Context: an optimization exercise on an open-source flow, tuned for a short achievable clock period and few clock cycles per item. The choices shown serve that exercise and are no tape-out recipe.
At most, simulation tests tie the RTL to the original design; equivalence was not proved.
Function not checked in run 1: the RTL went through the layout flow alone.
Power figures rest on the tool's default switching activity, not on a simulated workload.

==> design.v <==
package ncgr_pkg;
  localparam int WINDOW_POSITIONS = 36;
  localparam int LABEL_BITS       = 20;
  localparam int CNT_W            = 6;
  localparam int KCNT_W           = 7;
  localparam int CFG_DATA_W       = 20;
  localparam int CFG_INDEX_W      = 3;
  localparam int RATE_W           = 24;
  localparam int OUT_RATE_W       = 32;
  localparam int DVD_W            = 49;
  localparam logic [CFG_INDEX_W-1:0] REG_GROUP_A  = 3'd0;
  localparam logic [CFG_INDEX_W-1:0] REG_GROUP_B  = 3'd1;
  localparam logic [CFG_INDEX_W-1:0] REG_R_LIMIT  = 3'd2;
  localparam logic [CFG_INDEX_W-1:0] REG_K_LIMIT  = 3'd3;
  localparam logic [CFG_INDEX_W-1:0] REG_ALPHA    = 3'd4;
  localparam logic [CFG_INDEX_W-1:0] REG_BETA     = 3'd5;
  localparam logic [CFG_INDEX_W-1:0] REG_CAP_R    = 3'd6;
  localparam logic [CFG_INDEX_W-1:0] REG_CAP_K    = 3'd7;
  localparam logic [1:0] TYPE_R  = 2'd1;
  localparam logic [1:0] TYPE_K  = 2'd2;
  localparam logic [1:0] STAGE_K = 2'd2;
  typedef enum logic [3:0] {
    ST_IDLE,
    ST_SCAN,
    ST_UPD,
    ST_MUL0,
    ST_CROWD,
    ST_MULLO,
    ST_MULHI,
    ST_DIV,
    ST_SUM,
    ST_FIN
  } state_t;
endpackage
import ncgr_pkg::*;
module neighborhood_crowding_growth_rate_unit (
  input  logic                   clk,
  input  logic                   rst,
  input  logic                   cfg_we,
  input  logic [2:0]             cfg_index,
  input  logic [19:0]            cfg_data,
  input  logic                   item_valid,
  output logic                   item_ready,
  input  logic [19:0]            item_density_code,
  input  logic [19:0]            item_occupant_label,
  input  logic [1:0]             item_position_stage,
  input  logic [1:0]             item_center_type,
  input  logic signed [23:0]     item_inherent_rate,
  input  logic                   item_last_position,
  output logic                   result_valid,
  input  logic                   result_ready,
  output logic signed [31:0]     result_adjusted_rate,
  output logic [5:0]             result_r_neighbors,
  output logic [6:0]             result_k_neighbors,
  output logic [6:0]             result_total_neighbors
);
  localparam int NW      = WINDOW_POSITIONS;
  localparam int FDEPTH  = 8;             
  localparam int FAW     = 3;
  localparam int CAP     = FDEPTH;        
  localparam int QSTAGES = 16;            
  logic [19:0] group_a;
  logic [19:0] group_b;
  logic [14:0] r_limit;
  logic [14:0] k_limit;
  logic [15:0] alpha;
  logic [15:0] beta;
  logic [15:0] cap_r;
  logic [15:0] cap_k;
  always_ff @(posedge clk) begin
    if (rst) begin
      group_a <= '0;
      group_b <= '0;
      r_limit <= '0;
      k_limit <= '0;
      alpha   <= '0;
      beta    <= '0;
      cap_r   <= 16'd256;
      cap_k   <= 16'd256;
    end else if (cfg_we) begin
      unique case (cfg_index)
        REG_GROUP_A: group_a <= cfg_data[19:0];
        REG_GROUP_B: group_b <= cfg_data[19:0];
        REG_R_LIMIT: r_limit <= cfg_data[14:0];
        REG_K_LIMIT: k_limit <= cfg_data[14:0];
        REG_ALPHA:   alpha   <= cfg_data[15:0];
        REG_BETA:    beta    <= cfg_data[15:0];
        REG_CAP_R:   cap_r   <= cfg_data[15:0];
        REG_CAP_K:   cap_k   <= cfg_data[15:0];
        default: ;
      endcase
    end
  end
  logic [19:0] ga_d;
  logic [20:0] top_d;
  localparam int DGROUPS = 4;             
  logic [15:0] cr_q, ck_q;
  logic [17:0] alpha3, beta3;
  logic [15:0] dcr1 [DGROUPS];
  logic [17:0] dcr3 [DGROUPS];
  logic [15:0] dck1 [DGROUPS];
  logic [17:0] dck3 [DGROUPS];
  always_ff @(posedge clk) begin
    ga_d    <= group_a;
    top_d   <= {1'b0, group_a} + {2'b0, group_b[19:1]};
    cr_q    <= (cap_r == '0) ? 16'd1 : cap_r;
    ck_q    <= (cap_k == '0) ? 16'd1 : cap_k;
    alpha3  <= {2'b0, alpha} + {1'b0, alpha, 1'b0};
    beta3   <= {2'b0, beta} + {1'b0, beta, 1'b0};
    dcr1[0] <= cr_q;
    dcr3[0] <= {2'b0, cr_q} + {1'b0, cr_q, 1'b0};
    dck1[0] <= ck_q;
    dck3[0] <= {2'b0, ck_q} + {1'b0, ck_q, 1'b0};
    for (int g = 1; g < DGROUPS; g++) begin
      dcr1[g] <= dcr1[g-1];
      dcr3[g] <= dcr3[g-1];
      dck1[g] <= dck1[g-1];
      dck3[g] <= dck3[g-1];
    end
  end
  logic        ready_q;
  logic        s0_v;
  logic [19:0] s0_dens;
  logic [19:0] s0_lab;
  logic [1:0]  s0_stage;
  logic [1:0]  s0_ctype;
  logic [23:0] s0_rate;
  logic        s0_last;
  always_ff @(posedge clk) begin
    s0_v     <= !rst && item_valid && ready_q;
    s0_dens  <= item_density_code;
    s0_lab   <= item_occupant_label;
    s0_stage <= item_position_stage;
    s0_ctype <= item_center_type;
    s0_rate  <= item_inherent_rate;
    s0_last  <= item_last_position;
  end
  assign item_ready = ready_q;
  logic [LABEL_BITS-1:0] r_mem [NW];
  logic [LABEL_BITS-1:0] k_mem [NW];
  logic [NW-1:0]         r_th;       
  logic [NW-1:0]         k_th;
  logic [NW-1:0]         eq_r, eq_k;
  logic        a_sel;
  logic        b_v, b_sel, b_nz, b_s2, b_last, b_mr, b_mk, b_eqp;
  logic [19:0] b_lab;
  logic [1:0]  b_ctype;
  logic [23:0] b_rate;
  logic        p_v, p_last, p_sel;
  assign a_sel = (s0_dens != '0 && s0_dens <= ga_d[19:1]) ||
                 (s0_dens > ga_d && {1'b0, s0_dens} <= top_d);
  for (genvar j = 0; j < NW; j++) begin : g_cmp
    assign eq_r[j] = r_th[j] && r_mem[j] == s0_lab;
    assign eq_k[j] = k_th[j] && k_mem[j] == s0_lab;
  end
  always_ff @(posedge clk) begin
    b_v     <= !rst && s0_v;
    b_lab   <= s0_lab;
    b_sel   <= a_sel;
    b_nz    <= s0_lab != '0;
    b_s2    <= s0_stage == STAGE_K;
    b_last  <= s0_last;
    b_ctype <= s0_ctype;
    b_rate  <= s0_rate;
    b_mr    <= |eq_r;
    b_mk    <= |eq_k;
    b_eqp   <= s0_lab == b_lab;
    p_v     <= !rst && b_v;
    p_last  <= b_last;
    p_sel   <= b_sel;
  end
  logic          b_hit, b_new;
  logic          inc_r, inc_k, inc_s;
  logic [5:0]    r_cnt, k_cnt, s2_cnt;
  logic [5:0]    r_cnt_n, k_cnt_n, s2_cnt_n;
  logic [NW-1:0] r_slot, k_slot;
  assign b_hit = (p_v && p_last) ? 1'b0 :
                 ((b_sel ? b_mr : b_mk) || (b_eqp && p_v && p_sel == b_sel));
  assign b_new = b_v && b_nz && !b_hit;
  assign inc_r = b_new && b_sel && !r_th[NW-1];
  assign inc_k = b_new && !b_sel && !k_th[NW-1];
  assign inc_s = b_v && b_s2 && s2_cnt != 6'(NW);
  assign r_cnt_n  = r_cnt + 6'(inc_r);
  assign k_cnt_n  = k_cnt + 6'(inc_k);
  assign s2_cnt_n = s2_cnt + 6'(inc_s);
  assign r_slot = ~r_th & {r_th[NW-2:0], 1'b1};
  assign k_slot = ~k_th & {k_th[NW-2:0], 1'b1};
  always_ff @(posedge clk) begin
    if (rst || (b_v && b_last)) begin
      r_th   <= '0;
      k_th   <= '0;
      r_cnt  <= '0;
      k_cnt  <= '0;
      s2_cnt <= '0;
    end else begin
      if (inc_r) r_th <= {r_th[NW-2:0], 1'b1};
      if (inc_k) k_th <= {k_th[NW-2:0], 1'b1};
      r_cnt  <= r_cnt_n;
      k_cnt  <= k_cnt_n;
      s2_cnt <= s2_cnt_n;
    end
  end
  for (genvar j = 0; j < NW; j++) begin : g_wr
    always_ff @(posedge clk) begin
      if (b_sel && r_slot[j])  r_mem[j] <= b_lab;
      if (!b_sel && k_slot[j]) k_mem[j] <= b_lab;
    end
  end
  logic        w1_v;
  logic [5:0]  w1_r, w1_k, w1_s;
  logic [1:0]  w1_ctype;
  logic [23:0] w1_rate;
  always_ff @(posedge clk) begin
    w1_v     <= !rst && b_v && b_last;
    w1_r     <= r_cnt_n;
    w1_k     <= k_cnt_n;
    w1_s     <= s2_cnt_n;
    w1_ctype <= b_ctype;
    w1_rate  <= b_rate;
  end
  logic        w1_use_r;
  logic [6:0]  w1_kc;
  assign w1_use_r = w1_ctype == TYPE_R;
  assign w1_kc    = {1'b0, w1_k} + {1'b0, w1_s};
  logic        w2_v, w2_use_r, w2_elig;
  logic [5:0]  w2_rc;
  logic [6:0]  w2_kc, w2_n, w2_mb;
  logic [15:0] w2_ma;
  logic [17:0] w2_ma3;
  logic [14:0] w2_lim;
  logic [23:0] w2_rate, w2_arate;
  always_ff @(posedge clk) begin
    w2_v     <= !rst && w1_v;
    w2_use_r <= w1_use_r;
    w2_elig  <= w1_ctype == TYPE_R || w1_ctype == TYPE_K;
    w2_rc    <= w1_r;
    w2_kc    <= w1_kc;
    w2_n     <= {1'b0, w1_r} + {1'b0, w1_k} + {1'b0, w1_s};
    w2_mb    <= w1_use_r ? w1_kc : {1'b0, w1_r};
    w2_ma    <= w1_use_r ? alpha : beta;
    w2_ma3   <= w1_use_r ? alpha3 : beta3;
    w2_lim   <= w1_use_r ? r_limit : k_limit;
    w2_rate  <= w1_rate;
    w2_arate <= w1_rate[23] ? 24'(-w1_rate) : w1_rate;
  end
  logic [36:0]    ring [CAP];
  logic [FAW-1:0] ring_wp, ring_rp;
  always_ff @(posedge clk) begin
    if (rst) ring_wp <= '0;
    else if (w2_v) ring_wp <= ring_wp + 1'b1;
    if (w2_v) ring[ring_wp] <= {w2_rc, w2_kc, w2_rate};
  end
  logic        w3_v, w3_use_r, w3_crowd;
  logic [19:0] w3_pa;
  logic [18:0] w3_pb;
  logic [17:0] w2_d0, w2_d1, w2_d2, w2_d3;
  function automatic logic [17:0] dig(input logic [1:0] d, input logic [15:0] m,
                                      input logic [17:0] m3);
    unique case (d)
      2'd0: dig = '0;
      2'd1: dig = {2'b0, m};
      2'd2: dig = {1'b0, m, 1'b0};
      default: dig = m3;
    endcase
  endfunction
  assign w2_d0 = dig(w2_mb[1:0], w2_ma, w2_ma3);
  assign w2_d1 = dig(w2_mb[3:2], w2_ma, w2_ma3);
  assign w2_d2 = dig(w2_mb[5:4], w2_ma, w2_ma3);
  assign w2_d3 = w2_mb[6] ? {2'b0, w2_ma} : 18'd0;
  logic [22:0] w3_nl;
  logic [23:0] w3_arate;
  always_ff @(posedge clk) begin
    w3_v     <= !rst && w2_v;
    w3_use_r <= w2_use_r;
    w3_crowd <= w2_elig && {w2_n, 8'b0} >= w2_lim;
    w3_pa    <= {2'b0, w2_d0} + {w2_d1, 2'b0};
    w3_pb    <= {1'b0, w2_d2} + {w2_d3[16:0], 2'b0};
    w3_nl    <= 23'({w2_n, 8'b0}) - 23'(w2_lim);
    w3_arate <= w2_arate;
  end
  logic        w4_v, w4_use_r, w4_crowd;
  logic [22:0] w4_c;
  logic [23:0] w4_arate;
  logic [25:0] w4_arate3;
  always_ff @(posedge clk) begin
    w4_v     <= !rst && w3_v;
    w4_use_r <= w3_use_r;
    w4_crowd <= w3_crowd;
    w4_c     <= w3_nl + 23'(w3_pa) + 23'({w3_pb, 4'b0});
    w4_arate <= w3_arate;
    w4_arate3 <= {2'b0, w3_arate} + {1'b0, w3_arate, 1'b0};
  end
  function automatic logic [25:0] rdig(input logic [1:0] d, input logic [23:0] m,
                                       input logic [25:0] m3);
    unique case (d)
      2'd0: rdig = '0;
      2'd1: rdig = {2'b0, m};
      2'd2: rdig = {1'b0, m, 1'b0};
      default: rdig = m3;
    endcase
  endfunction
  logic        w5_v, w5_use_r, w5_crowd;
  logic [27:0] w5_pp [6];
  always_ff @(posedge clk) begin
    w5_v     <= !rst && w4_v;
    w5_use_r <= w4_use_r;
    w5_crowd <= w4_crowd;
    for (int i = 0; i < 6; i++)
      w5_pp[i] <= {2'b0, rdig(2'({1'b0, w4_c} >> (4 * i)), w4_arate, w4_arate3)} +
                  {rdig(2'({1'b0, w4_c} >> (4 * i + 2)), w4_arate, w4_arate3), 2'b0};
  end
  logic        w6_v, w6_use_r, w6_crowd;
  logic [35:0] w6_g0, w6_g1;
  always_ff @(posedge clk) begin
    w6_v     <= !rst && w5_v;
    w6_use_r <= w5_use_r;
    w6_crowd <= w5_crowd;
    w6_g0    <= 36'(w5_pp[0]) + {4'b0, w5_pp[1], 4'b0} + {w5_pp[2], 8'b0};
    w6_g1    <= 36'(w5_pp[3]) + {4'b0, w5_pp[4], 4'b0} + {w5_pp[5], 8'b0};
  end
  logic        w7_v, w7_use_r, w7_crowd;
  logic [45:0] w7_a;
  always_ff @(posedge clk) begin
    w7_v     <= !rst && w6_v;
    w7_use_r <= w6_use_r;
    w7_crowd <= w6_crowd;
    w7_a     <= 46'(w6_g0) + {w6_g1[33:0], 12'b0};
  end
  logic        w7_big;
  assign w7_big = w7_use_r ? {1'b0, w7_a[45:31]} >= cr_q
                           : {1'b0, w7_a[45:31]} >= ck_q;
  logic        dv_v    [QSTAGES+1];
  logic        dv_use_r[QSTAGES+1];
  logic        dv_crowd[QSTAGES+1];
  logic        dv_big  [QSTAGES+1];
  logic [15:0] dv_rem  [QSTAGES+1];
  logic [31:0] dv_dq   [QSTAGES+1];    
  always_ff @(posedge clk) begin
    dv_v[0]     <= !rst && w7_v;
    dv_use_r[0] <= w7_use_r;
    dv_crowd[0] <= w7_crowd;
    dv_big[0]   <= w7_big;
    dv_rem[0]   <= w7_big ? 16'd0 : {1'b0, w7_a[45:31]};
    dv_dq[0]    <= {w7_a[30:0], 1'b0};
  end
  for (genvar i = 0; i < QSTAGES; i++) begin : g_div
    logic [17:0] r4;
    logic [18:0] tr1, tr2, tr3, tk1, tk2, tk3;
    logic [1:0]  qr, qk;
    logic [15:0] rnr, rnk;
    assign r4  = {dv_rem[i], dv_dq[i][31:30]};
    assign tr1 = {1'b0, r4} - {3'b0, dcr1[i/4]};
    assign tr2 = {1'b0, r4} - {2'b0, dcr1[i/4], 1'b0};
    assign tr3 = {1'b0, r4} - {1'b0, dcr3[i/4]};
    assign tk1 = {1'b0, r4} - {3'b0, dck1[i/4]};
    assign tk2 = {1'b0, r4} - {2'b0, dck1[i/4], 1'b0};
    assign tk3 = {1'b0, r4} - {1'b0, dck3[i/4]};
    always_comb begin
      if (!tr3[18])      begin qr = 2'd3; rnr = tr3[15:0]; end
      else if (!tr2[18]) begin qr = 2'd2; rnr = tr2[15:0]; end
      else if (!tr1[18]) begin qr = 2'd1; rnr = tr1[15:0]; end
      else               begin qr = 2'd0; rnr = r4[15:0];  end
      if (!tk3[18])      begin qk = 2'd3; rnk = tk3[15:0]; end
      else if (!tk2[18]) begin qk = 2'd2; rnk = tk2[15:0]; end
      else if (!tk1[18]) begin qk = 2'd1; rnk = tk1[15:0]; end
      else               begin qk = 2'd0; rnk = r4[15:0];  end
    end
    always_ff @(posedge clk) begin
      dv_v[i+1]     <= !rst && dv_v[i];
      dv_use_r[i+1] <= dv_use_r[i];
      dv_crowd[i+1] <= dv_crowd[i];
      dv_big[i+1]   <= dv_big[i];
      dv_rem[i+1]   <= dv_use_r[i] ? rnr : rnk;
      dv_dq[i+1]    <= {dv_dq[i][29:0], dv_use_r[i] ? qr : qk};
    end
  end
  logic        f0_v, f0_crowd, f0_big;
  logic [31:0] f0_q;
  logic [5:0]  f0_rc;
  logic [6:0]  f0_kc;
  logic [23:0] f0_rate;
  always_ff @(posedge clk) begin
    if (rst) ring_rp <= '0;
    else if (dv_v[QSTAGES]) ring_rp <= ring_rp + 1'b1;
    f0_v     <= !rst && dv_v[QSTAGES];
    f0_crowd <= dv_crowd[QSTAGES];
    f0_big   <= dv_big[QSTAGES];
    f0_q     <= dv_dq[QSTAGES];
    {f0_rc, f0_kc, f0_rate} <= ring[ring_rp];
  end
  logic        f1_v, f1_crowd, f1_big, f1_neg, f1_c;
  logic [16:0] f1_lo, f1_hi0, f1_hi1;
  logic [5:0]  f1_rc;
  logic [6:0]  f1_kc, f1_n;
  logic [23:0] f1_rate;
  logic [33:0] fq_a, fq_b;
  logic [17:0] fq_lo;
  assign fq_a  = {{10{f0_rate[23]}}, f0_rate};
  assign fq_b  = f0_rate[23] ? {2'b0, f0_q} : ~{2'b0, f0_q};
  assign fq_lo = {1'b0, fq_a[16:0]} + {1'b0, fq_b[16:0]} + 18'(!f0_rate[23]);
  always_ff @(posedge clk) begin
    f1_v     <= !rst && f0_v;
    f1_crowd <= f0_crowd;
    f1_big   <= f0_big;
    f1_neg   <= f0_rate[23];
    f1_lo    <= fq_lo[16:0];
    f1_c     <= fq_lo[17];
    f1_hi0   <= fq_a[33:17] + fq_b[33:17];
    f1_hi1   <= fq_a[33:17] + fq_b[33:17] + 17'd1;
    f1_rc    <= f0_rc;
    f1_kc    <= f0_kc;
    f1_n     <= {1'b0, f0_rc} + f0_kc;
    f1_rate  <= f0_rate;
  end
  logic        f2_v;
  logic [51:0] f2_data;
  logic [31:0] f1_res;
  logic [33:0] f1_wide;
  assign f1_wide = {f1_c ? f1_hi1 : f1_hi0, f1_lo};
  always_comb begin
    if (!f1_crowd)
      f1_res = {{8{f1_rate[23]}}, f1_rate};
    else if (f1_big || f1_wide[33:31] != {3{f1_wide[33]}})
      f1_res = f1_neg ? 32'h7fff_ffff : 32'h8000_0000;
    else
      f1_res = f1_wide[31:0];
  end
  always_ff @(posedge clk) begin
    f2_v    <= !rst && f1_v;
    f2_data <= {f1_res, f1_rc, f1_kc, f1_n};
  end
  logic [51:0]    fm [FDEPTH];
  logic [FAW-1:0] f_rd, f_wr;
  logic [FAW:0]   f_cnt;
  logic           out_valid;
  logic [51:0]    out_data;
  logic           pop;
  logic [51:0]    cand_stay, cand_next;
  logic [4:0]     owed;
  assign pop       = out_valid && result_ready;
  assign cand_stay = (f_cnt == '0) ? f2_data : fm[f_rd];
  assign cand_next = (f_cnt == (FAW+1)'(1)) ? f2_data : fm[FAW'(f_rd + 1'b1)];
  always_ff @(posedge clk) begin
    if (rst) begin
      out_valid <= 1'b0;
      f_rd      <= '0;
      f_wr      <= '0;
      f_cnt     <= '0;
    end else begin
      out_valid <= f_cnt + (FAW+1)'(f2_v) - (FAW+1)'(pop) != '0;
      if (pop)  f_rd <= f_rd + 1'b1;
      if (f2_v) f_wr <= f_wr + 1'b1;
      f_cnt <= f_cnt + (FAW+1)'(f2_v) - (FAW+1)'(pop);
    end
  end
  always_ff @(posedge clk) begin
    out_data <= pop ? cand_next : cand_stay;
    if (f2_v) fm[f_wr] <= f2_data;
  end
  always_ff @(posedge clk) begin
    if (rst) begin
      owed    <= '0;
      ready_q <= 1'b0;
    end else begin
      owed    <= owed + 5'(s0_v && s0_last) - 5'(pop);
      ready_q <= 6'(owed) + 6'(s0_v && s0_last) <= 6'(CAP - 2);
    end
  end
  assign result_valid           = out_valid;
  assign result_adjusted_rate   = out_data[51:20];
  assign result_r_neighbors     = out_data[19:14];
  assign result_k_neighbors     = out_data[13:7];
  assign result_total_neighbors = out_data[6:0];
endmodule
==> flow/run.sh <==
#!/bin/bash
# Standard layout, with timing repair aiming well below the clock period.
set -euo pipefail
export SETUP_SLACK_MARGIN=7.8
bash standard.sh > standard_flow.log 2>&1
==> standard.sh <==
#!/bin/bash
# synth_recipe.tcl (not shown) runs the flow's synth.tcl, then flattens the netlist and writes it again
# the make line also repeats each setting of config.mk as NAME=value (left out here)
make -C /OpenROAD-flow-scripts/flow DESIGN_CONFIG=/design/flow/config.mk WORK_HOME=/design/flow/orfs CLKGATE_MAP_FILE= SYNTH_SCRIPT=/design/flow/synth_recipe.tcl "${@:-finish}"
==> config.mk <==
export PLATFORM = sky130hd
export DESIGN_NAME = neighborhood_crowding_growth_rate_unit
export DESIGN_NICKNAME = neighborhood_crowding_growth_rate_unit
export VERILOG_FILES = /design/flow/design.v
export SDC_FILE = /design/flow/constraint.sdc
export NUM_CORES = 4
export LEC_CHECK = 0
export ABC_CLOCK_PERIOD_IN_PS = 3000
export CAP_MARGIN = 20
export CORE_MARGIN = 2
export CORE_UTILIZATION = 80
export PLACE_DENSITY = 0.88
export SLEW_MARGIN = 20
==> constraint.sdc <==
create_clock -name core_clock -period 11.0 [get_ports {clk}]
set_input_delay 2.2000 -clock core_clock [delete_from_list [all_inputs] [get_ports {clk}]]
set_output_delay 2.2000 -clock core_clock [all_outputs]
set_load 0.01 [all_outputs]
==> results of run 1 <==
[stage by stage]
stage / util / instances / cell area [um^2]
3_5_place_dp: 0.829 / 27522 / 264000
3_3_place_gp: 0.829 / 27522 / 264000
2_1_floorplan: - / 23692 / 257000
[power by group through the flow]
stage	clock [mW]	combinational, mW	sequential (mW)
after global placement	0	37.3	24.3
after floorplan	0	30.1	22.4
after detailed placement	0	39.0	24.4
[logic make-up after synthesis]
group / count (synthesis) / synth area share
and+or+nand+nor: 5178 / 0.0986
AOI/OAI and AO/OA: 5677 / 0.147
muxes: 1105 / 0.0591
adders and majority gates: 2321 / 0.119
xor gates and xnor gates: 2985 / 0.102
DFF: 4646 / 0.448
buffers and inverters: 1780 / 0.0271
[worst min-delay path by stage]
| stage | from | slack, ns | endpoint | cells after the start |
|---|---|---|---|---|
| after global placement | dv_dq[10][8]$_DFF_P_ | 0.31 | dv_dq[11][10]$_DFF_P_ | 0 |
| after detailed placement | w7_a[4]$_DFF_P_ | 0.31 | dv_dq[0][5]$_DFF_P_ | 0 |
| after floorplan | s0_ctype[0]$_DFF_P_ | 0.31 | b_ctype[0]$_DFF_P_ | 0 |
==> summary.md, run 1 <==
| Metric | Value |
|---|---|
| IO Port Bufs | `150` |
| Post-synth ARST share | `0` |
| Die Y | `570 um` |
| Post-Syn Instances | `about 24,000` |
| Run status | `stopped before the end` |
| Cts repair resizes | `3,047` |
| Post-CTS Repair Setup Buffers | `~1,200` |
| CTS root buffer | `sky130_fd_sc_hd__clkbuf_16` |
| Depth of the CTS H-tree | `5` |
| Clock Sink Count | `4,646` |
| Number of register bits inferred by synthesis | `roughly 4,600` |
| Stage where the run ended | `clock tree synthesis` |
| CTS Hold Bufs | `0` |
| Clock tree buffer depth | `4` |
| Primary flip-flop cell chosen by synthesis mapping | `sky130_fd_sc_hd__dfxtp_1` |
| Area contributors post-synth | `sky130_fd_sc_hd__edfxtp_1 (25%), sky130_fd_sc_hd__dfxtp_1 (20%), sky130_fd_sc_hd__ha_1 (10%), sky130_fd_sc_hd__xnor2_1 (6.7%), sky130_fd_sc_hd__xor2_1 (3.6%)` |
| Sequential-to-total area share from yosys stat | `0.448` |
| Error message | `[ERROR DPL-0033] detailed placement checks failed during check placement.` |
| Leading post-synthesis cells by instance count | `sky130_fd_sc_hd__dfxtp_1 (2,494), sky130_fd_sc_hd__edfxtp_1 (2,152), sky130_fd_sc_hd__ha_1 (2,144)` |
| Std-Cell Rows | `207` |
| Cell type contributing the most total cell area after synthesis | `sky130_fd_sc_hd__edfxtp_1` |
| RePlAce Congestion | `about 1.1` |
| Synth warnings | `14` |
| Worst setup slack after placement | `between 6 and 7 ns` |
| Number of synthesized flops with an enable pin | `2,152` |
| Sum of net half-perimeters after detailed placement | `648 mm` |
| Horizontal die dimension | `roughly 570 um` |
| Share of Yosys cell area claimed by the top area cell type | `0.253` |
| Initial Util | `0.805` |
| Post-synth net total | `about 26,000` |
| Average size of a mapped cell | `10.8 um^2` |
| Cts bufs inserted | `about 430` |
| Total standard cell area after synthesis | `0.256 mm^2` |
| Ports placed on the boundary | `between 150 and 200` |
| Number of distinct library cell variants in the gate-level netlist after synthesis | `122` |
| Top-count cell post-synth | `sky130_fd_sc_hd__dfxtp_1` |
==> run 2, diff against run 1 <==
--- a/design.v
+++ b/design.v
@@ -222,6 +222,9 @@
   logic [6:0]  w1_kc;
   assign w1_use_r = w1_ctype == TYPE_R;
   assign w1_kc    = {1'b0, w1_k} + {1'b0, w1_s};
+  logic [23:0] w1_abs;
+  ncgr_ks_add #(24) u_abs (.a(w1_rate ^ {24{w1_rate[23]}}), .b(24'd0), .ci(w1_rate[23]),
+                           .s(w1_abs), .co());
   logic        w2_v, w2_use_r, w2_elig;
   logic [5:0]  w2_rc;
   logic [6:0]  w2_kc, w2_n, w2_mb;
@@ -241,7 +244,7 @@
     w2_ma3   <= w1_use_r ? alpha3 : beta3;
     w2_lim   <= w1_use_r ? r_limit : k_limit;
     w2_rate  <= w1_rate;
-    w2_arate <= w1_rate[23] ? 24'(-w1_rate) : w1_rate;
+    w2_arate <= w1_abs;
   end
   logic [36:0]    ring [CAP];
   logic [FAW-1:0] ring_wp, ring_rp;
@@ -267,17 +270,27 @@
   assign w2_d1 = dig(w2_mb[3:2], w2_ma, w2_ma3);
   assign w2_d2 = dig(w2_mb[5:4], w2_ma, w2_ma3);
   assign w2_d3 = w2_mb[6] ? {2'b0, w2_ma} : 18'd0;
+  logic [19:0] w2_pa;
+  logic [18:0] w2_pb;
+  ncgr_ks_add #(20) u_pa (.a({2'b0, w2_d0}), .b({w2_d1, 2'b0}), .ci(1'b0), .s(w2_pa), .co());
+  ncgr_ks_add #(19) u_pb (.a({1'b0, w2_d2}), .b({w2_d3[16:0], 2'b0}), .ci(1'b0), .s(w2_pb),
+                          .co());
   logic [22:0] w3_nl;
   logic [23:0] w3_arate;
   always_ff @(posedge clk) begin
     w3_v     <= !rst && w2_v;
     w3_use_r <= w2_use_r;
     w3_crowd <= w2_elig && {w2_n, 8'b0} >= w2_lim;
-    w3_pa    <= {2'b0, w2_d0} + {w2_d1, 2'b0};
-    w3_pb    <= {1'b0, w2_d2} + {w2_d3[16:0], 2'b0};
+    w3_pa    <= w2_pa;
+    w3_pb    <= w2_pb;
     w3_nl    <= 23'({w2_n, 8'b0}) - 23'(w2_lim);
     w3_arate <= w2_arate;
   end
+  logic [22:0] w3_c;
+  logic [25:0] w3_arate3;
+  ncgr_csa_add #(23) u_c (.a(w3_nl), .b(23'(w3_pa)), .c(23'({w3_pb, 4'b0})), .s(w3_c));
+  ncgr_ks_add #(26) u_a3 (.a({2'b0, w3_arate}), .b({1'b0, w3_arate, 1'b0}), .ci(1'b0),
+                          .s(w3_arate3), .co());
   logic        w4_v, w4_use_r, w4_crowd;
   logic [22:0] w4_c;
   logic [23:0] w4_arate;
@@ -286,9 +299,9 @@
     w4_v     <= !rst && w3_v;
     w4_use_r <= w3_use_r;
     w4_crowd <= w3_crowd;
-    w4_c     <= w3_nl + 23'(w3_pa) + 23'({w3_pb, 4'b0});
+    w4_c     <= w3_c;
     w4_arate <= w3_arate;
-    w4_arate3 <= {2'b0, w3_arate} + {1'b0, w3_arate, 1'b0};
+    w4_arate3 <= w3_arate3;
   end
   function automatic logic [25:0] rdig(input logic [1:0] d, input logic [23:0] m,
                                        input logic [25:0] m3);
@@ -299,6 +312,13 @@
       default: rdig = m3;
     endcase
   endfunction
+  logic [27:0] w4_pp [6];
+  for (genvar i = 0; i < 6; i++) begin : g_pp
+    ncgr_ks_add #(28) u_pp (
+      .a ({2'b0, rdig(2'({1'b0, w4_c} >> (4 * i)), w4_arate, w4_arate3)}),
+      .b ({rdig(2'({1'b0, w4_c} >> (4 * i + 2)), w4_arate, w4_arate3), 2'b0}),
+      .ci(1'b0), .s(w4_pp[i]), .co());
+  end
   logic        w5_v, w5_use_r, w5_crowd;
   logic [27:0] w5_pp [6];
   always_ff @(posedge clk) begin
@@ -306,25 +326,32 @@
     w5_use_r <= w4_use_r;
     w5_crowd <= w4_crowd;
     for (int i = 0; i < 6; i++)
-      w5_pp[i] <= {2'b0, rdig(2'({1'b0, w4_c} >> (4 * i)), w4_arate, w4_arate3)} +
-                  {rdig(2'({1'b0, w4_c} >> (4 * i + 2)), w4_arate, w4_arate3), 2'b0};
+      w5_pp[i] <= w4_pp[i];
   end
+  logic [35:0] w5_g0, w5_g1;
+  ncgr_csa_add #(36) u_g0 (.a(36'(w5_pp[0])), .b({4'b0, w5_pp[1], 4'b0}), .c({w5_pp[2], 8'b0}),
+                           .s(w5_g0));
+  ncgr_csa_add #(36) u_g1 (.a(36'(w5_pp[3])), .b({4'b0, w5_pp[4], 4'b0}), .c({w5_pp[5], 8'b0}),
+                           .s(w5_g1));
   logic        w6_v, w6_use_r, w6_crowd;
   logic [35:0] w6_g0, w6_g1;
   always_ff @(posedge clk) begin
     w6_v     <= !rst && w5_v;
     w6_use_r <= w5_use_r;
     w6_crowd <= w5_crowd;
-    w6_g0    <= 36'(w5_pp[0]) + {4'b0, w5_pp[1], 4'b0} + {w5_pp[2], 8'b0};
-    w6_g1    <= 36'(w5_pp[3]) + {4'b0, w5_pp[4], 4'b0} + {w5_pp[5], 8'b0};
+    w6_g0    <= w5_g0;
+    w6_g1    <= w5_g1;
   end
+  logic [33:0] w6_ahi;
+  ncgr_ks_add #(34) u_a (.a({10'b0, w6_g0[35:12]}), .b(w6_g1[33:0]), .ci(1'b0), .s(w6_ahi),
+                         .co());
   logic        w7_v, w7_use_r, w7_crowd;
   logic [45:0] w7_a;
   always_ff @(posedge clk) begin
     w7_v     <= !rst && w6_v;
     w7_use_r <= w6_use_r;
     w7_crowd <= w6_crowd;
-    w7_a     <= 46'(w6_g0) + {w6_g1[33:0], 12'b0};
+    w7_a     <= {w6_ahi, w6_g0[11:0]};
   end
   logic        w7_big;
   assign w7_big = w7_use_r ? {1'b0, w7_a[45:31]} >= cr_q
@@ -349,12 +376,14 @@
     logic [1:0]  qr, qk;
     logic [15:0] rnr, rnk;
     assign r4  = {dv_rem[i], dv_dq[i][31:30]};
-    assign tr1 = {1'b0, r4} - {3'b0, dcr1[i/4]};
-    assign tr2 = {1'b0, r4} - {2'b0, dcr1[i/4], 1'b0};
-    assign tr3 = {1'b0, r4} - {1'b0, dcr3[i/4]};
-    assign tk1 = {1'b0, r4} - {3'b0, dck1[i/4]};
-    assign tk2 = {1'b0, r4} - {2'b0, dck1[i/4], 1'b0};
-    assign tk3 = {1'b0, r4} - {1'b0, dck3[i/4]};
+    ncgr_ks_add #(19) u_r1 (.a({1'b0, r4}), .b(~{3'b0, dcr1[i/4]}), .ci(1'b1), .s(tr1), .co());
+    ncgr_ks_add #(19) u_r2 (.a({1'b0, r4}), .b(~{2'b0, dcr1[i/4], 1'b0}), .ci(1'b1), .s(tr2),
+                            .co());
+    ncgr_ks_add #(19) u_r3 (.a({1'b0, r4}), .b(~{1'b0, dcr3[i/4]}), .ci(1'b1), .s(tr3), .co());
+    ncgr_ks_add #(19) u_k1 (.a({1'b0, r4}), .b(~{3'b0, dck1[i/4]}), .ci(1'b1), .s(tk1), .co());
+    ncgr_ks_add #(19) u_k2 (.a({1'b0, r4}), .b(~{2'b0, dck1[i/4], 1'b0}), .ci(1'b1), .s(tk2),
+                            .co());
+    ncgr_ks_add #(19) u_k3 (.a({1'b0, r4}), .b(~{1'b0, dck3[i/4]}), .ci(1'b1), .s(tk3), .co());
     always_comb begin
       if (!tr3[18])      begin qr = 2'd3; rnr = tr3[15:0]; end
       else if (!tr2[18]) begin qr = 2'd2; rnr = tr2[15:0]; end
@@ -397,7 +426,11 @@
   logic [17:0] fq_lo;
   assign fq_a  = {{10{f0_rate[23]}}, f0_rate};
   assign fq_b  = f0_rate[23] ? {2'b0, f0_q} : ~{2'b0, f0_q};
-  assign fq_lo = {1'b0, fq_a[16:0]} + {1'b0, fq_b[16:0]} + 18'(!f0_rate[23]);
+  logic [16:0] fq_hi0, fq_hi1;
+  ncgr_ks_add #(17) u_lo (.a(fq_a[16:0]), .b(fq_b[16:0]), .ci(!f0_rate[23]), .s(fq_lo[16:0]),
+                          .co(fq_lo[17]));
+  ncgr_ks_add #(17) u_h0 (.a(fq_a[33:17]), .b(fq_b[33:17]), .ci(1'b0), .s(fq_hi0), .co());
+  ncgr_ks_add #(17) u_h1 (.a(fq_a[33:17]), .b(fq_b[33:17]), .ci(1'b1), .s(fq_hi1), .co());
   always_ff @(posedge clk) begin
     f1_v     <= !rst && f0_v;
     f1_crowd <= f0_crowd;
@@ -405,8 +438,8 @@
     f1_neg   <= f0_rate[23];
     f1_lo    <= fq_lo[16:0];
     f1_c     <= fq_lo[17];
-    f1_hi0   <= fq_a[33:17] + fq_b[33:17];
-    f1_hi1   <= fq_a[33:17] + fq_b[33:17] + 17'd1;
+    f1_hi0   <= fq_hi0;
+    f1_hi1   <= fq_hi1;
     f1_rc    <= f0_rc;
     f1_kc    <= f0_kc;
     f1_n     <= {1'b0, f0_rc} + f0_kc;
@@ -472,3 +505,49 @@
   assign result_k_neighbors     = out_data[13:7];
   assign result_total_neighbors = out_data[6:0];
 endmodule
+module ncgr_ks_add #(
+  parameter int W = 8
+) (
+  input  logic [W-1:0] a,
+  input  logic [W-1:0] b,
+  input  logic         ci,
+  output logic [W-1:0] s,
+  output logic         co
+);
+  localparam int L = (W <= 2) ? 1 : (W <= 4) ? 2 : (W <= 8) ? 3 : (W <= 16) ? 4 : (W <= 32) ? 5 : 6;
+  logic [(L+1)*W-1:0] g;
+  logic [(L+1)*W-1:0] p;
+  logic [W:0]         c;
+  assign g[W-1:0] = a & b;
+  assign p[W-1:0] = a ^ b;
+  for (genvar l = 0; l < L; l++) begin : g_lvl
+    for (genvar i = 0; i < W; i++) begin : g_bit
+      if (i >= (1 << l)) begin : g_op
+        assign g[(l+1)*W + i] = g[l*W + i] | (p[l*W + i] & g[l*W + i - (1 << l)]);
+        assign p[(l+1)*W + i] = p[l*W + i] & p[l*W + i - (1 << l)];
+      end else begin : g_pass
+        assign g[(l+1)*W + i] = g[l*W + i];
+        assign p[(l+1)*W + i] = p[l*W + i];
+      end
+    end
+  end
+  assign c[0] = ci;
+  for (genvar i = 0; i < W; i++) begin : g_carry
+    assign c[i+1] = g[L*W + i] | (p[L*W + i] & ci);
+  end
+  assign s  = p[W-1:0] ^ c[W-1:0];
+  assign co = c[W];
+endmodule
+module ncgr_csa_add #(
+  parameter int W = 8
+) (
+  input  logic [W-1:0] a,
+  input  logic [W-1:0] b,
+  input  logic [W-1:0] c,
+  output logic [W-1:0] s
+);
+  logic [W-1:0] x, y;
+  assign x = a ^ b ^ c;
+  assign y = (a & b) | (a & c) | (b & c);
+  ncgr_ks_add #(W) u_add (.a(x), .b({y[W-2:0], 1'b0}), .ci(1'b0), .s(s), .co());
+endmodule
--- a/config.mk
+++ b/config.mk
@@ -8,6 +8,6 @@
 export ABC_CLOCK_PERIOD_IN_PS = 3000
 export CAP_MARGIN = 20
 export CORE_MARGIN = 2
-export CORE_UTILIZATION = 80
-export PLACE_DENSITY = 0.88
+export CORE_UTILIZATION = 65
+export PLACE_DENSITY = 0.75
 export SLEW_MARGIN = 20
==> run 2 against run 1 <==
  * The run now finishes clean
  * Synthesized cell count is 5.4% lower
  * Synthesized area down 3.0%
==> summary.md, run 2 <==
| Metric | Value |
|---|---|
| Most frequent standard cell in the layout excluding fill and tap cells | `sky130_fd_sc_hd__dfxtp_1` |
| Primary flip-flop cell chosen by synthesis mapping | `sky130_fd_sc_hd__dfxtp_1` |
| Relative max-transition margin | `0.0963` |
| Die area | `0.387 mm^2` |
| Ports placed on the boundary | `151` |
| Power Total | `approximately 90 mW` |
| Post-layout net count | `roughly 26,000` |
| Initial drt markers | `25,092` |
| Average size of a mapped cell | `around 11 um^2` |
| Post-layout minimum cycle time | `a little under 4 ns` |
| Hold violation total from the final report | `0` |
| Static power due to leakage | `116 nW` |
| Clock Sink Count | `4,647` |
| Largest clock skew in the final design | `0.0951 ns` |
| Initial Util | `0.654` |
| Critical path arrival | `4.75 ns` |
| Clock tree buffer depth | `4` |
| Layout area overhead | `22.5%` |
| Number of register bits inferred by synthesis | `4,647` |
| Crit end category | `flip-flop` |
| Max Freq | `257 MHz` |
| Std-Cell Rows | `226` |
| Run status | `timing/DRC/antenna clean` |
| Sum of net half-perimeters after detailed placement | `540 mm` |
| Global-route usage over all layers | `0.428` |
| Placed Instance Area | `0.257 mm^2` |
| Post-synth ARST share | `0` |
| Final Max Slew Viols | `0` |
| Share of layout cells above drive strength 1 | `0.239` |
| Vias in the first global route | `190,782` |
| Post-Syn Instances | `22,406` |
| Power density over cell area | `295 mW/mm^2` |
| Placeable core area | `between 0.3 and 0.4 mm^2` |
| Die Y | `622 um` |
| Pre-Repair DR Iteration Count | `10` |
| Worst setup path startpoint | `dck1[2][1]$_DFF_P_` |
| IO Port Bufs | `150` |
| Post-synth net total | `24,766` |
| Largest registers | `k_mem x720, r_mem x720, dv_dq x528` |
| Total of max-cap violations | `0` |
| Depth of the CTS H-tree | `5` |
| Horizontal die dimension | `roughly 620 um` |
| Total standard cell area after synthesis | `0.248 mm^2` |
| Maximum fanout along the worst path | `5` |
| Worst path cell trace | `clkinvlp_4 -> buf_12 -> buf_6 -> buf_6 -> buf_12 -> buf_6 -> buf_6 -> ha_4 -> o211ai_1 -> a21oi_1 -> o22a_1 -> a31o_2 -> a31o_4 -> a31o_4 -> buf_12 -> buf_16 -> nor2_4 -> a222oi_1 -> mux2i_1` |
| Vias/cell | `6.81` |
| Remaining Overflow, GRT | `0` |
| Drt total wl | `894 mm` |
| Residual DRC count | `0` |
| Cells after DPL | `between 20,000 and 30,000` |
| Number of distinct library cell variants in the gate-level netlist after synthesis | `102` |
| Later-pin clock latency in the skew report | `1.09 ns` |
| Hold path startpoint | `dv_dq[16][1]$_DFF_P_` |
| Total of fill cells in the finished design | `21,896` |
| Reg clk slew, reported paths | `around 0.07 ns` |
| Cts bufs inserted | `454` |
| Data required, critical path | `11.86 ns` |
| Critical path launch point type | `flip-flop` |
| Transition time at the pin with the least slew margin | `1.34 ns` |
| Antenna viol nets, final | `0` |
| CP dominant cell by count | `sky130_fd_sc_hd__buf_6` |
| Critical Setup Path Class | `flip-flop to flip-flop` |
| Synth warnings | `28` |
| Final instance count without filler cells | `29,681` |
| Cell type contributing the most total cell area after synthesis | `sky130_fd_sc_hd__edfxtp_1` |
| Number of synthesized flops with an enable pin | `2,152` |
| Area contributors post-synth | `sky130_fd_sc_hd__edfxtp_1 (26%), sky130_fd_sc_hd__dfxtp_1 (20%), sky130_fd_sc_hd__ha_1 (11%), sky130_fd_sc_hd__xnor2_1 (6.3%), sky130_fd_sc_hd__xor2_1 (3.7%)` |
| Sequential-to-total area share from yosys stat | `0.462` |
| Share of Yosys cell area claimed by the top area cell type | `0.260` |
| RePlAce Congestion | `1.02` |
| Longest individual stage delay on the worst path | `0.53 ns` |
| CTS root buffer | `sky130_fd_sc_hd__clkbuf_16` |
| Slowest cell on the critical path | `sky130_fd_sc_hd__a222oi_1` |
| Final routed wire length divided by cell count | `30.1 um` |
| Commonest non-fill, non-tap cells in the layout | `sky130_fd_sc_hd__dfxtp_1 (2,167), sky130_fd_sc_hd__edfxtp_1 (2,152), sky130_fd_sc_hd__ha_1 (1,896), sky130_fd_sc_hd__xnor2_1 (1,780), sky130_fd_sc_hd__buf_4 (1,251)` |
| Unrepaired setup endpoints after global routing | `true` |
| Leading post-synthesis cells by instance count | `sky130_fd_sc_hd__dfxtp_1 (2,495), sky130_fd_sc_hd__ha_1 (2,177), sky130_fd_sc_hd__edfxtp_1 (2,152)` |
| Total via count after detailed routing | `202,239` |
| Post-Layout Inst Area | `0.304 mm^2` |
| Pin count of the biggest net entering global routing | `108` |
| Class of the most critical hold timing path | `flip-flop to flip-flop` |
| CTS Hold Bufs | `0` |
| Setup total negative slack | `0 ns` |
| Worst ir drop on vdd | `between 200 and 300 uV` |
| Wire length of the first global-routing pass | `1240 mm` |
| Post-route fraction of the period consumed by the critical path | `0.353` |
| Initial antenna violation count | `130` |
| Worst reg2reg startpoint | `dck1[2][1]$_DFF_P_` |
| Layout Utilization | `0.801` |
| Top-count cell post-synth | `sky130_fd_sc_hd__dfxtp_1` |
| Clock tree from TritonCTS | `built` |
| Setup-failing EPs final | `0` |
run 2: changes by cell type after synthesis, moves of 137 or more:
| cell | delta |
|---|---|
| sky130_fd_sc_hd__a211oi_1 | -137 |
| sky130_fd_sc_hd__nand2_1 | -214 |
| sky130_fd_sc_hd__xnor2_1 | -148 |
| sky130_fd_sc_hd__nor2_1 | -183 |
| sky130_fd_sc_hd__inv_1 | -164 |
| sky130_fd_sc_hd__a21oi_1 | -276 |
| sky130_fd_sc_hd__o21ai_0 | -243 |
run 2: cells by family (layout without fill, tap and decap cells):
logic type,count (synthesis),count (layout),share of synthesized area
mux,1149,1149,0.0628
buf+inv,1582,3658,0.0242
fa+ha+maj,2263,2263,0.117
flops,4647,4647,0.462
xor+xnor,2836,2836,0.100
other cells,0,143,0
simple gates,4887,4893,0.0980
compound gates,5042,5076,0.137
run 2: critical path, delay by kind of cell (launching register included):
family / cells / cell delay (ns)
buf+inv: 9 / 1.03
compound gates: 7 / 1.80
simple gates: 1 / 0.06
flops: 1 / 0.40
mux: 1 / 0.14
fa+ha+maj: 1 / 0.26
run 2: final timing paths:
path / to / slack, ns / depth (start not counted)
worst min-delay path: f0_q[1]$_DFF_P_ / 0.26 / 0
worst max-delay path: dv_rem[12][11]$_DFF_P_ / 7.11 / 19
worst min register to register: f0_q[1]$_DFF_P_ / 0.26 / 0
worst max register to register: dv_rem[12][11]$_DFF_P_ / 7.11 / 19
run 2: repair_timing:
action	CTS	global route
gates resized for setup	2474	1242
gates cloned	105	35
hold endpoints to repair	0	0
buffers inserted	985	443
endpoints found under the setup margin	696	695
pin swaps	797	875
run 2: cell type report:
type / instances / area [um^2] / share of cell area
inverter: 750 / 3310 / 0.0109
antenna: 143 / 358 / 0.00118
clock buffer: 599 / 12700 / 0.0416
tap: 5016 / 6280 / 0.0206
sequential: 4647 / 115000 / 0.379
timing repair buffer: 2052 / 21300 / 0.0700
multi-input combinational: 16217 / 142000 / 0.465
clock inverter: 257 / 3330 / 0.0109
run 2: metal layers:
metal  vias to the layer above  GRT usage  wire length (um)
li1                      86799          -                 -
met2                     13735      0.646            384000
met4                        52      0.320             85400
met5                         -          0               665
met1                     97518      0.535            313000
met3                      4135      0.104            111000
run 2: report_power, final:
part / internal, mW / switching, mW / total (mW)
Sequential: 20.6 / 3.89 / 24.5
Clock: 9.45 / 7.21 / 16.7
Combinational: 22.5 / 26.0 / 48.5
Total: 52.6 / 37.1 / 89.7
run 2: stage by stage:
step                hold WS, ns  worst slack, ns
floorplan                 0.310             7.16
global placement          0.310             6.31
detailed placement        0.312             6.24
CTS                       0.241             7.16
global route              0.270             7.09
finish                    0.259             7.11
Testbench counts of run 2, summed over its fixed seeds: cycles 24,336, positions 24,091.
==> run 3, diff against run 2 <==
--- a/config.mk
+++ b/config.mk
@@ -8,6 +8,6 @@
 export ABC_CLOCK_PERIOD_IN_PS = 3000
 export CAP_MARGIN = 20
 export CORE_MARGIN = 2
-export CORE_UTILIZATION = 65
-export PLACE_DENSITY = 0.75
+export CORE_UTILIZATION = 55
+export PLACE_DENSITY = 0.65
 export SLEW_MARGIN = 20
==> run 3 against run 2 <==
  * Final cell count rose by 3.1%
  * Maximum frequency grew 2.7%
  * Sequential power down 2%
  * Critical path depth fell by 6
  * Clock skew increased by 0.0041 ns
  * Total power is 1.1% lower
  * Wire length fell by 5.3%
  * Synthesized cell count unchanged
  * Synthesized area unchanged
  * Largest power group unchanged
==> summary.md, run 3 <==
| Metric | Value |
|---|---|
| Power Total | `just under 90 mW` |
| Initial antenna violation count | `between 90 and 100` |
| Maximum fanout along the worst path | `6` |
| Static power due to leakage | `116 nW` |
| Horizontal die dimension | `~680 um` |
| Total standard cell area after synthesis | `0.248 mm^2` |
| Max Freq | `approximately 260 MHz` |
| Cts bufs inserted | `471` |
| CTS root buffer | `sky130_fd_sc_hd__clkbuf_16` |
| Most frequent standard cell in the layout excluding fill and tap cells | `sky130_fd_sc_hd__dfxtp_1` |
| Post-layout minimum cycle time | `3.78 ns` |
| Sequential-to-total area share from yosys stat | `0.462` |
| Worst ir drop on vdd | `287 uV` |
| Area contributors post-synth | `sky130_fd_sc_hd__edfxtp_1 (26%), sky130_fd_sc_hd__dfxtp_1 (20%), sky130_fd_sc_hd__ha_1 (11%), sky130_fd_sc_hd__xnor2_1 (6.3%), sky130_fd_sc_hd__xor2_1 (3.7%)` |
| Clock tree from TritonCTS | `built` |
| Total of max-cap violations | `0` |
| RePlAce Congestion | `0.968` |
| Primary flip-flop cell chosen by synthesis mapping | `sky130_fd_sc_hd__dfxtp_1` |
| Largest delay share family, worst path | `compound AO/OA/AOI/OAI gates` |
| Post-route fraction of the period consumed by the critical path | `0.344` |
| Number of distinct library cell variants in the gate-level netlist after synthesis | `slightly above 100` |
| Wire length of the first global-routing pass | `1200 mm` |
| Reg clk slew, reported paths | `0.07 ns` |
| Initial drt markers | `18,914` |
| Cells after DPL | `28,065` |
| Slowest cell on the critical path | `sky130_fd_sc_hd__a311o_2` |
| Placed Instance Area | `0.258 mm^2` |
| Critical path launch point type | `flip-flop` |
| Setup total negative slack | `0 ns` |
| Cell type contributing the most total cell area after synthesis | `sky130_fd_sc_hd__edfxtp_1` |
| Worst path cell trace | `clkinvlp_4 -> buf_6 -> ha_4 -> o211ai_1 -> a21oi_2 -> a311o_1 -> o311a_1 -> a31o_4 -> a221o_2 -> a311o_2 -> a211oi_2 -> a211o_1 -> o31ai_1` |
| Class of the most critical hold timing path | `flip-flop to flip-flop` |
| Layout Utilization | `0.677` |
| Top-count cell post-synth | `sky130_fd_sc_hd__dfxtp_1` |
| IO Port Bufs | `150` |
| Post-synth net total | `between 20,000 and 25,000` |
| Pre-Repair DR Iteration Count | `6` |
| Std-Cell Rows | `approximately 250` |
| Leading post-synthesis cells by instance count | `sky130_fd_sc_hd__dfxtp_1 (2,495), sky130_fd_sc_hd__ha_1 (2,177), sky130_fd_sc_hd__edfxtp_1 (2,152)` |
| Residual DRC count | `0` |
| Largest clock skew in the final design | `0.0992 ns` |
| Data required, critical path | `roughly 12 ns` |
| Setup-failing EPs final | `0` |
| Vias/cell | `~6.3` |
| Layout area overhead | `22.4%` |
| Clock tree buffer depth | `4` |
| Global-route usage over all layers | `0.354` |
| Worst slack on hold paths | `0.286 ns` |
| Drt total wl | `between 800 and 900 mm` |
| Power density over cell area | `around 290 mW/mm^2` |
| Crit end category | `flip-flop` |
| Clock Sink Count | `4,647` |
| Initial Util | `0.553` |
| Depth of the CTS H-tree | `5` |
| Final Max Slew Viols | `0` |
| Number of synthesized flops with an enable pin | `2,152` |
| Final instance count without filler cells | `30,590` |
| Die Y | `676 um` |
| Worst path setup slack after routing | `7.22 ns` |
| Critical path arrival | `about 4.7 ns` |
| Commonest non-fill, non-tap cells in the layout | `sky130_fd_sc_hd__dfxtp_1 (2,191), sky130_fd_sc_hd__edfxtp_1 (2,152), sky130_fd_sc_hd__ha_1 (1,955), sky130_fd_sc_hd__xnor2_1 (1,784), sky130_fd_sc_hd__buf_4 (1,244)` |
| Worst setup slack after placement | `~6 ns` |
| Run status | `timing/DRC/antenna clean` |
| Share of Yosys cell area claimed by the top area cell type | `0.260` |
| Pin count of the biggest net entering global routing | `approximately 110` |
| Relative max-transition margin | `0.116` |
| Hold violation total from the final report | `0` |
| Share of layout cells above drive strength 1 | `0.232` |
| Total via count after detailed routing | `192,754` |
| Post-synth ARST share | `0` |
| Post-Layout Inst Area | `0.304 mm^2` |
| Unrepaired setup endpoints after global routing | `true` |
| Post-Syn Instances | `22,406` |
| Remaining Overflow, GRT | `0` |
| Later-pin clock latency in the skew report | `1.06 ns` |
| Transition time at the pin with the least slew margin | `1.33 ns` |
| Placeable core area | `0.449 mm^2` |
| Post-layout net count | `26,456` |
| Antenna viol nets, final | `0` |
| Buf/Inv on CP | `2` |
| Final routed wire length divided by cell count | `27.7 um` |
| Largest registers | `k_mem x720, r_mem x720, dv_dq x528` |
| Ports placed on the boundary | `~150` |
| Synth warnings | `28` |
| Die area | `0.457 mm^2` |
| Number of register bits inferred by synthesis | `4,647` |
| Vias in the first global route | `184,089` |
| Average size of a mapped cell | `11.1 um^2` |
| Longest individual stage delay on the worst path | `0.55 ns` |
| Sum of net half-perimeters after detailed placement | `539 mm` |
| Critical Setup Path Class | `flip-flop to flip-flop` |
-- run 3: cell counts after synthesis --
Identical to the previous run, type by type.
-- run 3: area by class of cell --
cell class | instances | area, um^2
diodes | 124 | 310
clock buffers | 600 | 12900
clock inverters | 291 | 3870
fillers | 33062 | 145000
inverters | 750 | 3180
multi-input cells | 16213 | 141000
flip-flops and latches | 4647 | 115000
well taps | 5952 | 7450
repair buffers | 2013 | 20400
-- run 3: cells by family after synthesis --
logic type	synth area share
DFF	0.462
AOI/OAI and AO/OA	0.137
adders and majority gates	0.117
muxes	0.0628
and+or+nand+nor	0.0980
xor gates and xnor gates	0.100
buffers and inverters	0.0242
-- run 3: repair_timing --
action                     4_1_cts  5_1_grt
pin swaps                      928      702
setup endpoints to repair      593      535
setup buffers                 1013      383
gates resized for setup       2601      943
hold buffers                     0        0
gates cloned                   102       12
-- run 3: worst paths after layout --
kind | startpoint | end | slack, ns | cells after the start
max | dck3[1][2]$_DFF_P_ | dv_rem[7][2]$_DFF_P_ | 7.22 | 13
min | dv_dq[4][13]$_DFF_P_ | dv_dq[5][15]$_DFF_P_ | 0.29 | 0
max reg2reg | dck3[1][2]$_DFF_P_ | dv_rem[7][2]$_DFF_P_ | 7.22 | 13
min reg2reg | dv_dq[4][13]$_DFF_P_ | dv_dq[5][15]$_DFF_P_ | 0.29 | 0
-- run 3: worst reg2reg max path: cells and delay by family, from the launching register on --
kind | cells | cell delay [ns]
adders and majority gates | 1 | 0.23
buffers and inverters | 2 | 0.28
AOI/OAI and AO/OA | 10 | 2.74
DFF | 1 | 0.43
-- run 3: report_power, final --
part / total (mW) / internal, mW / switching [mW]
logic: 47.5 / 22.1 / 25.4
registers: 24.0 / 20.6 / 3.40
clock network: 17.2 / 9.94 / 7.24
total: 88.7 / 52.7 / 36.0
-- run 3: metal layers --
metal,vias up,GRT usage,wire (um)
li1,86759,-,-
met1,94408,0.457,331000
met2,9056,0.551,376000
met3,2507,0.0536,70800
met4,24,0.244,68900
met5,-,0,156
==> run 4, diff against run 3 <==
--- a/design.v
+++ b/design.v
@@ -410,13 +410,13 @@
   logic [23:0] f0_rate;
   always_ff @(posedge clk) begin
     if (rst) ring_rp <= '0;
-    else if (dv_v[QSTAGES]) ring_rp <= ring_rp + 1'b1;
-    f0_v     <= !rst && dv_v[QSTAGES];
-    f0_crowd <= dv_crowd[QSTAGES];
-    f0_big   <= dv_big[QSTAGES];
-    f0_q     <= dv_dq[QSTAGES];
+    else if (dv_v[QSTAGES-1]) ring_rp <= ring_rp + 1'b1;
     {f0_rc, f0_kc, f0_rate} <= ring[ring_rp];
   end
+  assign f0_v     = dv_v[QSTAGES];
+  assign f0_crowd = dv_crowd[QSTAGES];
+  assign f0_big   = dv_big[QSTAGES];
+  assign f0_q     = dv_dq[QSTAGES];
   logic        f1_v, f1_crowd, f1_big, f1_neg, f1_c;
   logic [16:0] f1_lo, f1_hi0, f1_hi1;
   logic [5:0]  f1_rc;
==> run 4 against run 3 <==
  * Final area rose by 0.84%
  * Setup slack got worse by 0.061 ns
  * Combinational power rose by 3%
  * Flip-flop and latch count fell by 35
  * Clock skew fell by 0.013 ns
  * Still clean
  * Non-clock buffer count rose by 176
  * Synthesized area fell by 0.98%
==> summary.md, run 4 <==
| Metric | Value |
|---|---|
| Clk pwr share | `0.187` |
| Worst reg2reg startpoint | `w4_arate[1]$_DFF_P_` |
| Layout area overhead | `24.7%` |
| Total via count after detailed routing | `194,588` |
| Share of layout cells above drive strength 1 | `0.254` |
| Vias/cell | `6.33` |
| Switching share of total power | `0.409` |
| Die area | `between 0.4 and 0.5 mm^2` |
| Worst slack on hold paths | `0.264 ns` |
| Post-route fraction of the period consumed by the critical path | `0.350` |
| Hold violation total from the final report | `0` |
| Data required, critical path | `11.99 ns` |
| Post-layout minimum cycle time | `3.85 ns` |
| Sum of net half-perimeters after detailed placement | `523 mm` |
| Top-count cell post-synth | `sky130_fd_sc_hd__dfxtp_1` |
| Drt total wl | `roughly 860 mm` |
| Depth of the CTS H-tree | `5` |
| R2R depth | `17` |
| Sequential-to-total area share from yosys stat | `0.463` |
| Critical path launch point type | `flip-flop` |
| Remaining Overflow, GRT | `0` |
| Maximum fanout along the worst path | `5` |
| Hold path startpoint | `dv_dq[15][4]$_DFF_P_` |
| Max Freq | `~260 MHz` |
| Share of power burned in combinational logic | `0.545` |
| Critical Setup Path Class | `flip-flop to flip-flop` |
| Run status | `timing/DRC/antenna clean` |
| Transition time at the pin with the least slew margin | `between 1 and 1.5 ns` |
| Area contributors post-synth | `sky130_fd_sc_hd__edfxtp_1 (26%), sky130_fd_sc_hd__dfxtp_1 (20%), sky130_fd_sc_hd__ha_1 (11%), sky130_fd_sc_hd__xnor2_1 (6.4%), sky130_fd_sc_hd__xor2_1 (3.6%)` |
| Power density over cell area | `around 300 mW/mm^2` |
| Residual DRC count | `0` |
| Class of the most critical hold timing path | `flip-flop to flip-flop` |
| Commonest non-fill, non-tap cells in the layout | `sky130_fd_sc_hd__edfxtp_1 (2,152), sky130_fd_sc_hd__dfxtp_1 (2,096), sky130_fd_sc_hd__ha_1 (1,890), sky130_fd_sc_hd__xnor2_1 (1,763), sky130_fd_sc_hd__buf_4 (1,331)` |
| Hold path cells | `0` |
| Global-route usage over all layers | `0.358` |
| Total of fill cells in the finished design | `32,208` |
| Post-Layout Inst Area | `0.306 mm^2` |
| Pin count of the biggest net entering global routing | `~110` |
| Crit end category | `flip-flop` |
| Most frequent standard cell in the layout excluding fill and tap cells | `sky130_fd_sc_hd__edfxtp_1` |
| Worst setup path startpoint | `w4_arate[1]$_DFF_P_` |
| Reg clk slew, reported paths | `0.06 ns` |
| Post-synth net total | `24,653` |
| Initial antenna violation count | `105` |
| Synth warnings | `28` |
| Initial drt markers | `roughly 20,000` |
| Vias in the first global route | `approximately 190k` |
| Number of register bits inferred by synthesis | `between 4,000 and 5,000` |
| CTS root buffer | `sky130_fd_sc_hd__clkbuf_16` |
| Pre-Repair DR Iteration Count | `6` |
| Placeable core area | `approximately 0.45 mm^2` |
| Worst R2R End | `w5_pp[2][26]$_DFF_P_` |
| Post-synth ARST share | `0` |
| Share of Yosys cell area claimed by the top area cell type | `0.263` |
| Ports placed on the boundary | `151` |
| Setup total negative slack | `0 ns` |
| Final routed wire length divided by cell count | `between 20 and 30 um` |
| Static power due to leakage | `~120 nW` |
| Wire length of the first global-routing pass | `1210 mm` |
| Setup-failing EPs final | `0` |
| Total standard cell area after synthesis | `0.246 mm^2` |
| Clock Sink Count | `4,612` |
| Primary flip-flop cell chosen by synthesis mapping | `sky130_fd_sc_hd__dfxtp_1` |
| Sequential Power Share | `0.268` |
| Post-Syn Instances | `around 22,000` |
| RePlAce Congestion | `approximately 1` |
| Worst ir drop on vdd | `454 uV` |
| Leading post-synthesis cells by instance count | `sky130_fd_sc_hd__dfxtp_1 (2,460), sky130_fd_sc_hd__ha_1 (2,177), sky130_fd_sc_hd__edfxtp_1 (2,152)` |
| Largest clock skew in the final design | `0.0860 ns` |
| Setup slack on the worst flop-to-flop path | `between 7 and 8 ns` |
| Cts bufs inserted | `between 400 and 500` |
| Initial Util | `0.552` |
| Largest registers | `k_mem x720, r_mem x720, dv_dq x528` |
| Internal power | `approximately 53 mW` |
| Clock tree from TritonCTS | `built` |
| Clock tree buffer depth | `4` |
| Placed Instance Area | `0.256 mm^2` |
| Switching power of the nets | `roughly 37 mW` |
| CTS Hold Bufs | `0` |
| Cell type contributing the most total cell area after synthesis | `sky130_fd_sc_hd__edfxtp_1` |
| Number of distinct library cell variants in the gate-level netlist after synthesis | `97` |
| Final Max Slew Viols | `0` |
| Std-Cell Rows | `245` |
| Total of max-cap violations | `0` |
| Hold endpoint | `dv_dq[16][6]$_DFF_P_` |
| Antenna viol nets, final | `0` |
| Layout Utilization | `0.689` |
| Average size of a mapped cell | `11.0 um^2` |
| Post-layout net count | `26,508` |
| Number of synthesized flops with an enable pin | `2,152` |
| Relative max-transition margin | `0.133` |
| Critical path arrival | `4.84 ns` |
| Later-pin clock latency in the skew report | `approximately 1.1 ns` |
| IO Port Bufs | `150` |
| Horizontal die dimension | `672 um` |
| Die Y | `slightly below 700 um` |
| Unrepaired setup endpoints after global routing | `true` |
run 4: changes by cell type in the layout (fill, tap and decap cells not counted), sizes merged, moves of 30 or more:
cell and delta:
a211oi +73, a31oi -30, and3 -37, buf +159, clkbuf +47, dfxtp -35
diode +118, mux2i -137, nor2 +92, nor2b +32, o211ai -48, o21ai +108
o21bai -31, xor2 -34
run 4: worst max-delay path by stage:
stage                             to  slack (ns)  cells after the start
5_1_grt         w5_pp[4][26]$_DFF_P_        7.01                     15
3_3_place_gp            b_mk$_DFF_P_        6.42                     10
6_report        w5_pp[2][26]$_DFF_P_        7.15                     17
3_5_place_dp   dv_rem[12][6]$_DFF_P_        6.41                     13
2_1_floorplan   out_valid$_SDFF_PP0_        7.16                     10
4_1_cts         w5_pp[4][26]$_DFF_P_        7.19                     16
run 4: logic make-up (layout without fill, tap and decap cells):
family	Yosys count	after routing	synth area share
AO/OA/AOI/OAI	5073	5105	0.138
AND/OR/NAND/NOR	4945	4958	0.0997
buffers and inverters	1603	3832	0.0247
multiplexers	992	992	0.0570
adder cells (fa/ha/maj)	2263	2263	0.118
XOR/XNOR	2805	2805	0.100
flip-flops	4612	4612	0.463
other	0	242	0
run 4: worst max-delay path, cell delays in order, from the launching register on:
cell and delay [ns]:
sky130_fd_sc_hd__dfxtp_4 0.35, sky130_fd_sc_hd__buf_12 0.13, sky130_fd_sc_hd__buf_12 0.13, sky130_fd_sc_hd__mux2_4 0.26
sky130_fd_sc_hd__a22o_1 0.21, sky130_fd_sc_hd__ha_4 0.18, sky130_fd_sc_hd__fa_2 0.39, sky130_fd_sc_hd__a21o_1 0.17
sky130_fd_sc_hd__a21oi_2 0.17, sky130_fd_sc_hd__o21bai_2 0.10, sky130_fd_sc_hd__a31oi_2 0.20, sky130_fd_sc_hd__o21ai_2 0.11
sky130_fd_sc_hd__o2111a_1 0.28, sky130_fd_sc_hd__o31ai_4 0.21, sky130_fd_sc_hd__a211o_1 0.23, sky130_fd_sc_hd__o221ai_2 0.13
sky130_fd_sc_hd__o41ai_2 0.32, sky130_fd_sc_hd__xor2_1 0.17
run 4: per-layer routing:
metal | track usage | share of wire | routed length (um) | up-vias
met2 | 0.547 | 0.44 | 376000 | 10066
li1 | - | - | - | 86674
met4 | 0.253 | 0.085 | 73100 | 22
met1 | 0.461 | 0.39 | 332000 | 94833
met3 | 0.0638 | 0.093 | 80300 | 2993
met5 | 0 | 0.00018 | 154 | -
run 4: timing repair:
item / 4_1_cts / 5_1_grt
cloned: 133 / 29
resized for setup: 2880 / 1278
setup buffers: 1078 / 474
pin swaps: 1010 / 972
setup endpoints to repair: 750 / 581
run 4: cell type report:
class / count / area, um^2 / share of cell area
Sequential cell: 4612 / 115000 / 0.374
Inverter: 756 / 3350 / 0.0109
Tap cell: 5928 / 7420 / 0.0242
Timing Repair Buffer: 2189 / 23000 / 0.0751
Clock buffer: 633 / 13300 / 0.0435
Clock inverter: 254 / 3040 / 0.00993
Multi-Input combinational cell: 16123 / 141000 / 0.460
Antenna cell: 242 / 606 / 0.00198
run 4: metrics by stage:
step                      setup slack (ns)  power [mW]  instances
after detailed placement              6.41        58.3      27893
after CTS                             7.19        83.5      29991
after global placement                6.42        57.9      27893
after global routing                  7.01        93.5      30660
after floorplan                       7.16        49.0      22293
final                                 7.15        89.3      30737
run 4: power groups by stage:
stage / sequential [mW] / combinational [mW] / clock, mW
global route: 24.0 / 51.9 / 17.6
floorplan: 22.1 / 26.9 / 0
global placement: 23.8 / 34.0 / 0
CTS: 23.7 / 43.0 / 16.9
detailed placement: 23.8 / 34.4 / 0
finish: 23.9 / 48.7 / 16.7
Testbench counts of run 4, summed over its fixed seeds: cycles 24,329, positions 24,091.

## re-timing with driven ports
In the flow no input, the clock included, has a driving cell. The finished layouts below were timed again as built, in two steps. Step 1 assumes that a clkbuf_16 drives the clock port and a buf_2 every other input. Step 2 moves the port delays by t, midway between the first and last clock arrival at a register: inputs arrive t later, outputs are due t later. That takes back most of the time a late clock gives input paths. Three values: no drivers, after step 1, after step 2; two values: the first two.
run | shift t [ns] | slack for setup (ns) | worst hold slack (ns) | slew at the worst register clock pin (ns) | cell pins on the clock port's net
run 2 | 1.148 | 7.114 / 7.114 / 6.701 | 0.259 / 0.259 / 0.259 | 0.08 / 0.08 | 1
run 3 | 1.129 | 7.215 / 7.153 / 6.685 | 0.286 / 0.286 / 0.286 | 0.07 / 0.07 | 1
run 4 | 1.148 | 7.154 / 7.112 / 6.766 | 0.264 / 0.264 / 0.264 | 0.07 / 0.07 | 1
After both steps every run listed still meets setup and hold. For run 3, which loses most, drivers alone change the setup slack by -0.062 ns; drivers and shift together by -0.530 ns.
